Background: an optimization exercise with open tools, aiming at small area. Do not read the settings as production practice.
Function was checked by simulation only, so behaviour that the tests miss may differ from the original.
Power figures rest on the tool's default switching activity, not on a simulated workload.

==> flow/design.v <==
`default_nettype none
module m8c_issp_target #(
    parameter int          VEC_SIZE       = 22,
    parameter int          POR_HI_CYCLES  = 15000,
    parameter int          POR_LO_CYCLES  = 4,
    parameter int          EXEC_BUSY_CLKS = 8,
    parameter int          EXEC_ZERO_BITS = 40,
    parameter logic [7:0]  EXEC_REG       = 8'hFF
) (
    input  logic                osc,
    input  logic                rst_n,
    input  logic                vdd_on,
    input  logic                sclk,
    input  logic                sdata_in,
    output logic                sdata_out,
    output logic                sdata_oe,
    output logic                vec_valid,
    output logic [VEC_SIZE-1:0] vec_data,
    output logic                exec_pulse,
    input  logic [7:0]          dbg_addr,
    output logic [7:0]          dbg_data
);
    localparam logic [2:0] c_ST_OFF   = 3'd0;
    localparam logic [2:0] c_ST_PORHI = 3'd1;
    localparam logic [2:0] c_ST_PORLO = 3'd2;
    localparam logic [2:0] c_ST_SHIFT = 3'd3;
    localparam logic [2:0] c_ST_BUSY  = 3'd4;
    localparam logic [2:0] c_ST_READY = 3'd5;
    localparam logic [2:0] c_ST_ZERO  = 3'd6;
    localparam int c_POR_W  = $clog2(POR_HI_CYCLES + 1);
    localparam int c_EXEC_W = $clog2(EXEC_ZERO_BITS + EXEC_BUSY_CLKS + 1);
    localparam int c_BIT_W  = $clog2(VEC_SIZE);
    localparam logic [c_POR_W-1:0]  c_POR_HI_LAST = c_POR_W'(POR_HI_CYCLES - 1);
    localparam logic [c_POR_W-1:0]  c_POR_LO_LAST = c_POR_W'(POR_LO_CYCLES - 1);
    localparam logic [c_EXEC_W-1:0] c_BUSY_LAST   = c_EXEC_W'(EXEC_BUSY_CLKS - 1);
    localparam logic [c_EXEC_W-1:0] c_ZERO_LAST   = c_EXEC_W'(EXEC_ZERO_BITS - 1);
    localparam logic [c_BIT_W-1:0]  c_BIT_LAST    = c_BIT_W'(VEC_SIZE - 1);
    localparam logic [c_BIT_W-1:0]  c_BIT_LATCH   = c_BIT_W'(10);
    localparam logic [c_BIT_W-1:0]  c_RD_HI       = c_BIT_W'(9);
    localparam logic [c_BIT_W-1:0]  c_RD_LO       = c_BIT_W'(2);
    logic [2:0]          r_state;
    logic                r_sclk_s1, r_sclk_s2, r_sclk_d;
    logic                r_sd_s1, r_sd_s2;
    logic [c_POR_W-1:0]  r_por_cnt;
    logic [c_EXEC_W-1:0] r_exec_cnt;
    logic [c_BIT_W-1:0]  r_bit_cnt;
    logic [VEC_SIZE-2:0] r_shift;
    logic [7:0]          r_rd_data;
    logic                r_is_read;
    logic [7:0]          r_mem [256];
    logic [7:0]          r_reg [256];
    logic                w_rise, w_fall, w_bit, w_in_rd, w_rd_bit;
    logic                w_commit, w_mem_we, w_reg_we, w_exec_arm;
    logic [VEC_SIZE-1:0] w_vec;
    always_ff @(posedge osc) begin
        if (!rst_n) begin
            r_sclk_s1 <= 1'b0;
            r_sclk_s2 <= 1'b0;
            r_sclk_d  <= 1'b0;
            r_sd_s1   <= 1'b0;
            r_sd_s2   <= 1'b0;
        end else begin
            r_sclk_s1 <= sclk;
            r_sclk_s2 <= r_sclk_s1;
            r_sclk_d  <= r_sclk_s2;
            r_sd_s1   <= sdata_in;
            r_sd_s2   <= r_sd_s1;
        end
    end
    assign w_rise   = r_sclk_s2 & ~r_sclk_d;
    assign w_fall   = ~r_sclk_s2 & r_sclk_d;
    assign w_bit    = sdata_oe ? sdata_out : r_sd_s2;
    assign w_vec    = {r_shift, w_bit};
    assign w_in_rd  = r_is_read && (r_bit_cnt <= c_RD_HI) && (r_bit_cnt >= c_RD_LO);
    assign w_rd_bit = r_rd_data[3'(r_bit_cnt - c_RD_LO)];
    assign w_commit   = rst_n && vdd_on && (r_state == c_ST_SHIFT) && w_fall
                        && (r_bit_cnt == '0);
    assign w_mem_we   = w_commit && (w_vec[21:19] == 3'b100) && (w_vec[2:0] == 3'b111);
    assign w_reg_we   = w_commit && (w_vec[21:19] == 3'b110) && (w_vec[2:0] == 3'b111);
    assign w_exec_arm = w_reg_we && (w_vec[18:11] == EXEC_REG);
    assign dbg_data = r_mem[dbg_addr];
    always_ff @(posedge osc) begin
        if (w_mem_we) r_mem[w_vec[18:11]] <= w_vec[10:3];
        if (w_reg_we) r_reg[w_vec[18:11]] <= w_vec[10:3];
    end
    always_ff @(posedge osc) begin
        if (!rst_n) begin
            r_state    <= c_ST_OFF;
            sdata_oe   <= 1'b0;
            sdata_out  <= 1'b0;
            vec_valid  <= 1'b0;
            exec_pulse <= 1'b0;
            vec_data   <= '0;
            r_por_cnt  <= '0;
            r_exec_cnt <= '0;
            r_bit_cnt  <= '0;
            r_shift    <= '0;
            r_rd_data  <= '0;
            r_is_read  <= 1'b0;
        end else if (!vdd_on) begin
            r_state    <= c_ST_OFF;
            sdata_oe   <= 1'b0;
            sdata_out  <= 1'b0;
            vec_valid  <= 1'b0;
            exec_pulse <= 1'b0;
            r_por_cnt  <= '0;
            r_exec_cnt <= '0;
            r_bit_cnt  <= '0;
            r_is_read  <= 1'b0;
        end else begin
            vec_valid  <= 1'b0;
            exec_pulse <= 1'b0;
            case (r_state)
                c_ST_OFF: begin
                    r_state   <= c_ST_PORHI;
                    sdata_oe  <= 1'b1;
                    sdata_out <= 1'b1;
                    r_por_cnt <= '0;
                end
                c_ST_PORHI: begin
                    if (r_por_cnt == c_POR_HI_LAST) begin
                        r_state   <= c_ST_PORLO;
                        sdata_out <= 1'b0;
                        r_por_cnt <= '0;
                    end else begin
                        r_por_cnt <= r_por_cnt + c_POR_W'(1);
                    end
                end
                c_ST_PORLO: begin
                    if (w_rise || (r_por_cnt == c_POR_LO_LAST)) begin
                        r_state   <= c_ST_SHIFT;
                        sdata_oe  <= 1'b0;
                        r_bit_cnt <= c_BIT_LAST;
                    end else begin
                        r_por_cnt <= r_por_cnt + c_POR_W'(1);
                    end
                end
                c_ST_SHIFT: begin
                    if (w_rise) begin
                        sdata_oe  <= w_in_rd;
                        sdata_out <= w_in_rd ? w_rd_bit : 1'b0;
                    end
                    if (w_fall) begin
                        r_shift <= w_vec[VEC_SIZE-2:0];
                        if (r_bit_cnt == c_BIT_LATCH) begin
                            r_is_read <= r_shift[10] & r_shift[8];
                            r_rd_data <= r_shift[9] ? r_reg[r_shift[7:0]] : r_mem[r_shift[7:0]];
                        end
                        if (r_bit_cnt == '0) begin
                            r_bit_cnt <= c_BIT_LAST;
                            vec_data  <= w_vec;
                            vec_valid <= 1'b1;
                            if (w_exec_arm) begin
                                r_state    <= c_ST_BUSY;
                                sdata_oe   <= 1'b1;
                                sdata_out  <= 1'b1;
                                r_exec_cnt <= '0;
                            end
                        end else begin
                            r_bit_cnt <= r_bit_cnt - c_BIT_W'(1);
                        end
                    end
                end
                c_ST_BUSY: begin
                    if (w_fall) begin
                        if (r_exec_cnt == c_BUSY_LAST) begin
                            r_state    <= c_ST_READY;
                            sdata_out  <= 1'b0;
                            r_exec_cnt <= '0;
                        end else begin
                            r_exec_cnt <= r_exec_cnt + c_EXEC_W'(1);
                        end
                    end
                end
                c_ST_READY: begin
                    if (w_fall) begin
                        r_state  <= c_ST_ZERO;
                        sdata_oe <= 1'b0;
                    end
                end
                c_ST_ZERO: begin
                    if (w_fall) begin
                        if (r_exec_cnt == c_ZERO_LAST) begin
                            r_state    <= c_ST_SHIFT;
                            exec_pulse <= 1'b1;
                            r_exec_cnt <= '0;
                            r_bit_cnt  <= c_BIT_LAST;
                        end else begin
                            r_exec_cnt <= r_exec_cnt + c_EXEC_W'(1);
                        end
                    end
                end
                default: begin
                    r_state  <= c_ST_OFF;
                    sdata_oe <= 1'b0;
                end
            endcase
        end
    end
endmodule
`default_nettype wire
==> flow/run.sh <==
#!/bin/bash
# synth_recipe.tcl (not shown) runs the flow's synth.tcl, then flattens the netlist and writes it again
# the make line also repeats each setting of config.mk as NAME=value (left out here)
make -C /OpenROAD-flow-scripts/flow DESIGN_CONFIG=/design/flow/config.mk WORK_HOME=/design/flow/orfs CLKGATE_MAP_FILE= SYNTH_SCRIPT=/design/flow/synth_recipe.tcl finish
==> flow/config.mk <==
export PLATFORM = sky130hd
export DESIGN_NAME = m8c_issp_target
export DESIGN_NICKNAME = m8c_issp_target
export VERILOG_FILES = /design/flow/design.v
export SDC_FILE = /design/flow/constraint.sdc
export NUM_CORES = 4
export LEC_CHECK = 0
export CAP_MARGIN = 20
export CORE_MARGIN = 2
export CORE_UTILIZATION = 40
export SLEW_MARGIN = 20
==> flow/constraint.sdc <==
create_clock -name core_clock -period 6.0 [get_ports {osc}]
set_input_delay 1.2000 -clock core_clock [delete_from_list [all_inputs] [get_ports {osc}]]
set_output_delay 1.2000 -clock core_clock [all_outputs]
set_load 0.01 [all_outputs]
==> results.py <==
metrics = {
    "yosys": {
        "avgSynthCellArea_um2": 19.7,
        "ys_seq_area_share_pct": 69.5,
        "ys_ff_latch": 4193,
        "synth_cell_types": 84,
        "synth.area.top_cells": "edfxtp_1 (68%), mux4_2 (17%), mux2i_1 (3.6%)",
        "ys_async_sr_fraction_pct": 0,
        "synth_top_area_cell": "edfxtp_1",
        "synth_edf_count": 4096,
        "ys_warn_count": 1,
        "syn_nets": 9146,
        "yosysMostFrequentCell": "edfxtp_1",
        "ys.flop_type": "edfxtp_1",
        "syn-instance-count": 9126,
        "netlist_area_um2": 180000,
        "ys_top_cells_by_count": "edfxtp_1 (4096), mux4_2 (1390), mux2i_1 (642)",
        "synth_top_area_share_pct": 68.4,
    },
    "grt": {
        "antenna_found_initial": 42,
        "grt_pass1_wl_mm": 786,
        "track_usage_pct": 24.5,
        "grt_pass1_vias": 98000,
        "gr-total-overflow": 0,
        "grt_max_degree": 219,
    },
    "floorplanning": {
        "io_pins": 47,
        "start_util_pct": 40.1,
        "rows": 246,
        "die_area_um2": 455000,
        "design.core.area_um2": 448000,
        "fp.dieH_um": 675,
        "dieWidth_um": 675,
    },
    "final_layout": {
        "area_growth_pct": 13.3,
        "register_area_um2": 125000,
        "nets": 9507,
        "fillCellCount": 37300,
        "multiInputGateArea_um2": 51400,
        "fin_cells": 15800,
        "drive_gt1_share_pct": 27.2,
    },
    "route": {
        "wl_per_cell_um": 35.8,
        "vias": 101000,
        "viasPerCell": 6.37,
        "drtIter0Drc": 14800,
        "drt-pass1-iter-count": 6,
        "drt_wl_total_mm": 567,
        "drc": 0,
        "ant_nets": 0,
    },
    "critical_path": {
        "worstSetupPathType": "input pin to output pin",
        "path_cells": "buf_8, buf_12, buf_12, mux4_2, mux4_2, mux4_2, a22oi_1, nand2_1, clkdlybuf4s50_1",
        "cp.arrival_ns": 4.76,
        "critPathLaunchType": "input pin",
        "cp.required_ns": 4.80,
        "endpoint_kind": "output pin",
        "critPathTopFamily": "multiplexers",
        "critPathMaxStageDelay_ns": 0.62,
        "crit_top_cell": "mux4_2",
        "path_buf_inv": 4,
        "cp_max_fo": 20,
        "slowest_stage": "mux4_2",
    },
    "power": {
        "vdd_ir_drop_max_mv": 0.222,
        "powerDensity_nw_per_um2": 292,
        "p_leak_nw": 65.6,
    },
    "sta": {
        "fin_crit_ns": 5.96,
        "fmax_mhz": 168,
        "hold_viol_final": 0,
        "drv_slew": 0,
        "post-route-period-util_pct": 99.3,
        "maxSlewHeadroom_pct": 12.7,
        "worst_pin_slew_ns": 1.31,
        "finalSetupViolations": 0,
        "finClkSkew_ns": 0.0684,
        "rsz0062_at_grt": "no",
        "hold_ws_ns": 0.433,
    },
    "place": {
        "place_congestion": 0.940,
        "place_inst": 15000,
        "hpwl_mm": 370,
        "port_buffers": 46,
    },
    "clock_tree": {
        "cts.reportedPaths.clkPinSlew_ns": 0.06,
        "cts_buffers": 431,
        "clock-root-buffer": "clkbuf_16",
        "postCtsSetupBuffers": 0,
        "holdBufCountCts": 0,
        "clock-sinks": 4193,
        "clock_path_buffers": 4,
        "clock_latency_ns": 1.03,
        "cts.htree.levels": 5,
        "cts_tree": "built",
        "post_cts_resized": 0,
    },
    "outcome": {
        "status": "no timing/DRC/antenna violations",
    },
    "min_path": {
        "hold_class": "flip-flop to flip-flop",
    },
    "job": {
        "cap_violations": 0,
    },
}
-- placed cells by master (no fill, tap or decap), drive strengths merged, types with 25 or more instances in the layout --
cell and count:
clkdlybuf4s50 39, nor3 60, o21ai 66, mux2i 642, a22oi 200, nor4 28, nand2 314, buf 552
edfxtp 4096, nand3 77, dfxtp 97, a211oi 36, mux4 1429, nor2b 27, inv 28, nor2 609
a21boi 41, nand4 45, clkbuf 518, bufinv 51, o221ai 112, o22ai 117, a21oi 158, clkinv 194
clkinvlp 25
-- through the flow --
stage	TNS (ns)	area [um2]	worst slack, ns	util [%]	power [mW]
3_5_place_dp	0	189000	0.0594	42.2	32.8
3_3_place_gp	-0.0113	189000	-0.0113	42.2	32.8
4_1_cts	0	204000	0.0568	45.4	59.7
6_report	0	204000	0.0398	45.4	59.5
2_1_floorplan	0	180000	0.763	-	32.7
5_1_grt	0	204000	0.0327	45.4	60.8
-- layer usage --
metal,part of all wire [%],wire (um),track usage [%],up-vias
met5,0.027,153,0,-
met2,46,263000,38.2,6550
met4,4.5,25600,9.54,18
li1,-,-,-,39300
met3,11,60200,5.09,999
met1,38,218000,33.8,53900
-- path summary, 6_finish.rpt --
kind / start / endpoint / slack (ns) / depth (start not counted)
max reg2reg: flip-flop / r_rd_data[4] / 0.65 / 11
max: dbg_addr[0] / dbg_data[6] / 0.04 / 9
min: r_sd_s1 / r_sd_s2 / 0.43 / 1
min reg2reg: r_sd_s1 / r_sd_s2 / 0.43 / 1
-- layout make-up --
cell class,count,share of cell area [%]
Multi-Input combinational cell,4260,25.2
Clock buffer,517,5.52
Timing Repair Buffer,592,2.79
Tap cell,5952,3.65
Sequential cell,4193,61.3
Inverter,9,0.0190
Clock inverter,289,1.48
Antenna cell,15,0.0184
-- where the power goes --
| part | internal [mW] | leakage [nW] | switching [mW] |
|---|---|---|---|
| Sequential | 31.6 | 43.6 | 0.00708 |
| Clock | 15.6 | 6.91 | 11.6 |
| Combinational | 0.262 | 15.1 | 0.321 |
| Total | 47.5 | 65.6 | 12.0 |
-- logic make-up after synthesis --
kind of cell,synth area share (%)
adders and majority gates,0.0487
buffers and inverters,2.22
xor gates and xnor gates,0.0730
and+or+nand+nor,3.17
AOI/OAI and AO/OA,3.37
muxes,21.7
DFF,69.5

## re-timing with driven ports
How much do the figures lean on ideal ports? The routed layout below was timed once more, with nothing changed but the port constraints. Step 1: set_driving_cell puts a clkbuf_16 on osc and a buf_2 on each other input, an assumption about the parent block. Step 2, shift: input delay + t, output delay - t, t = (earliest + latest rising clock arrival at the registers) / 2. This alone moves slack from input paths to output paths. a / b / c = ideal / step 1 / step 2; a / b = the first two.
t (ns): 1.109
slack for setup (ns): 0.040 / -0.012 / -0.012
clock arrival spread, ns: 0.093 / 0.093
slew at the worst register clock pin (ns): 0.07 / 0.07
pins driven straight from the clock port: 1
Met with ideal ports but missed after step 2: setup timing in this run. The setup slack of this run moves by -0.052 ns with the drivers and by -0.052 ns with both steps.
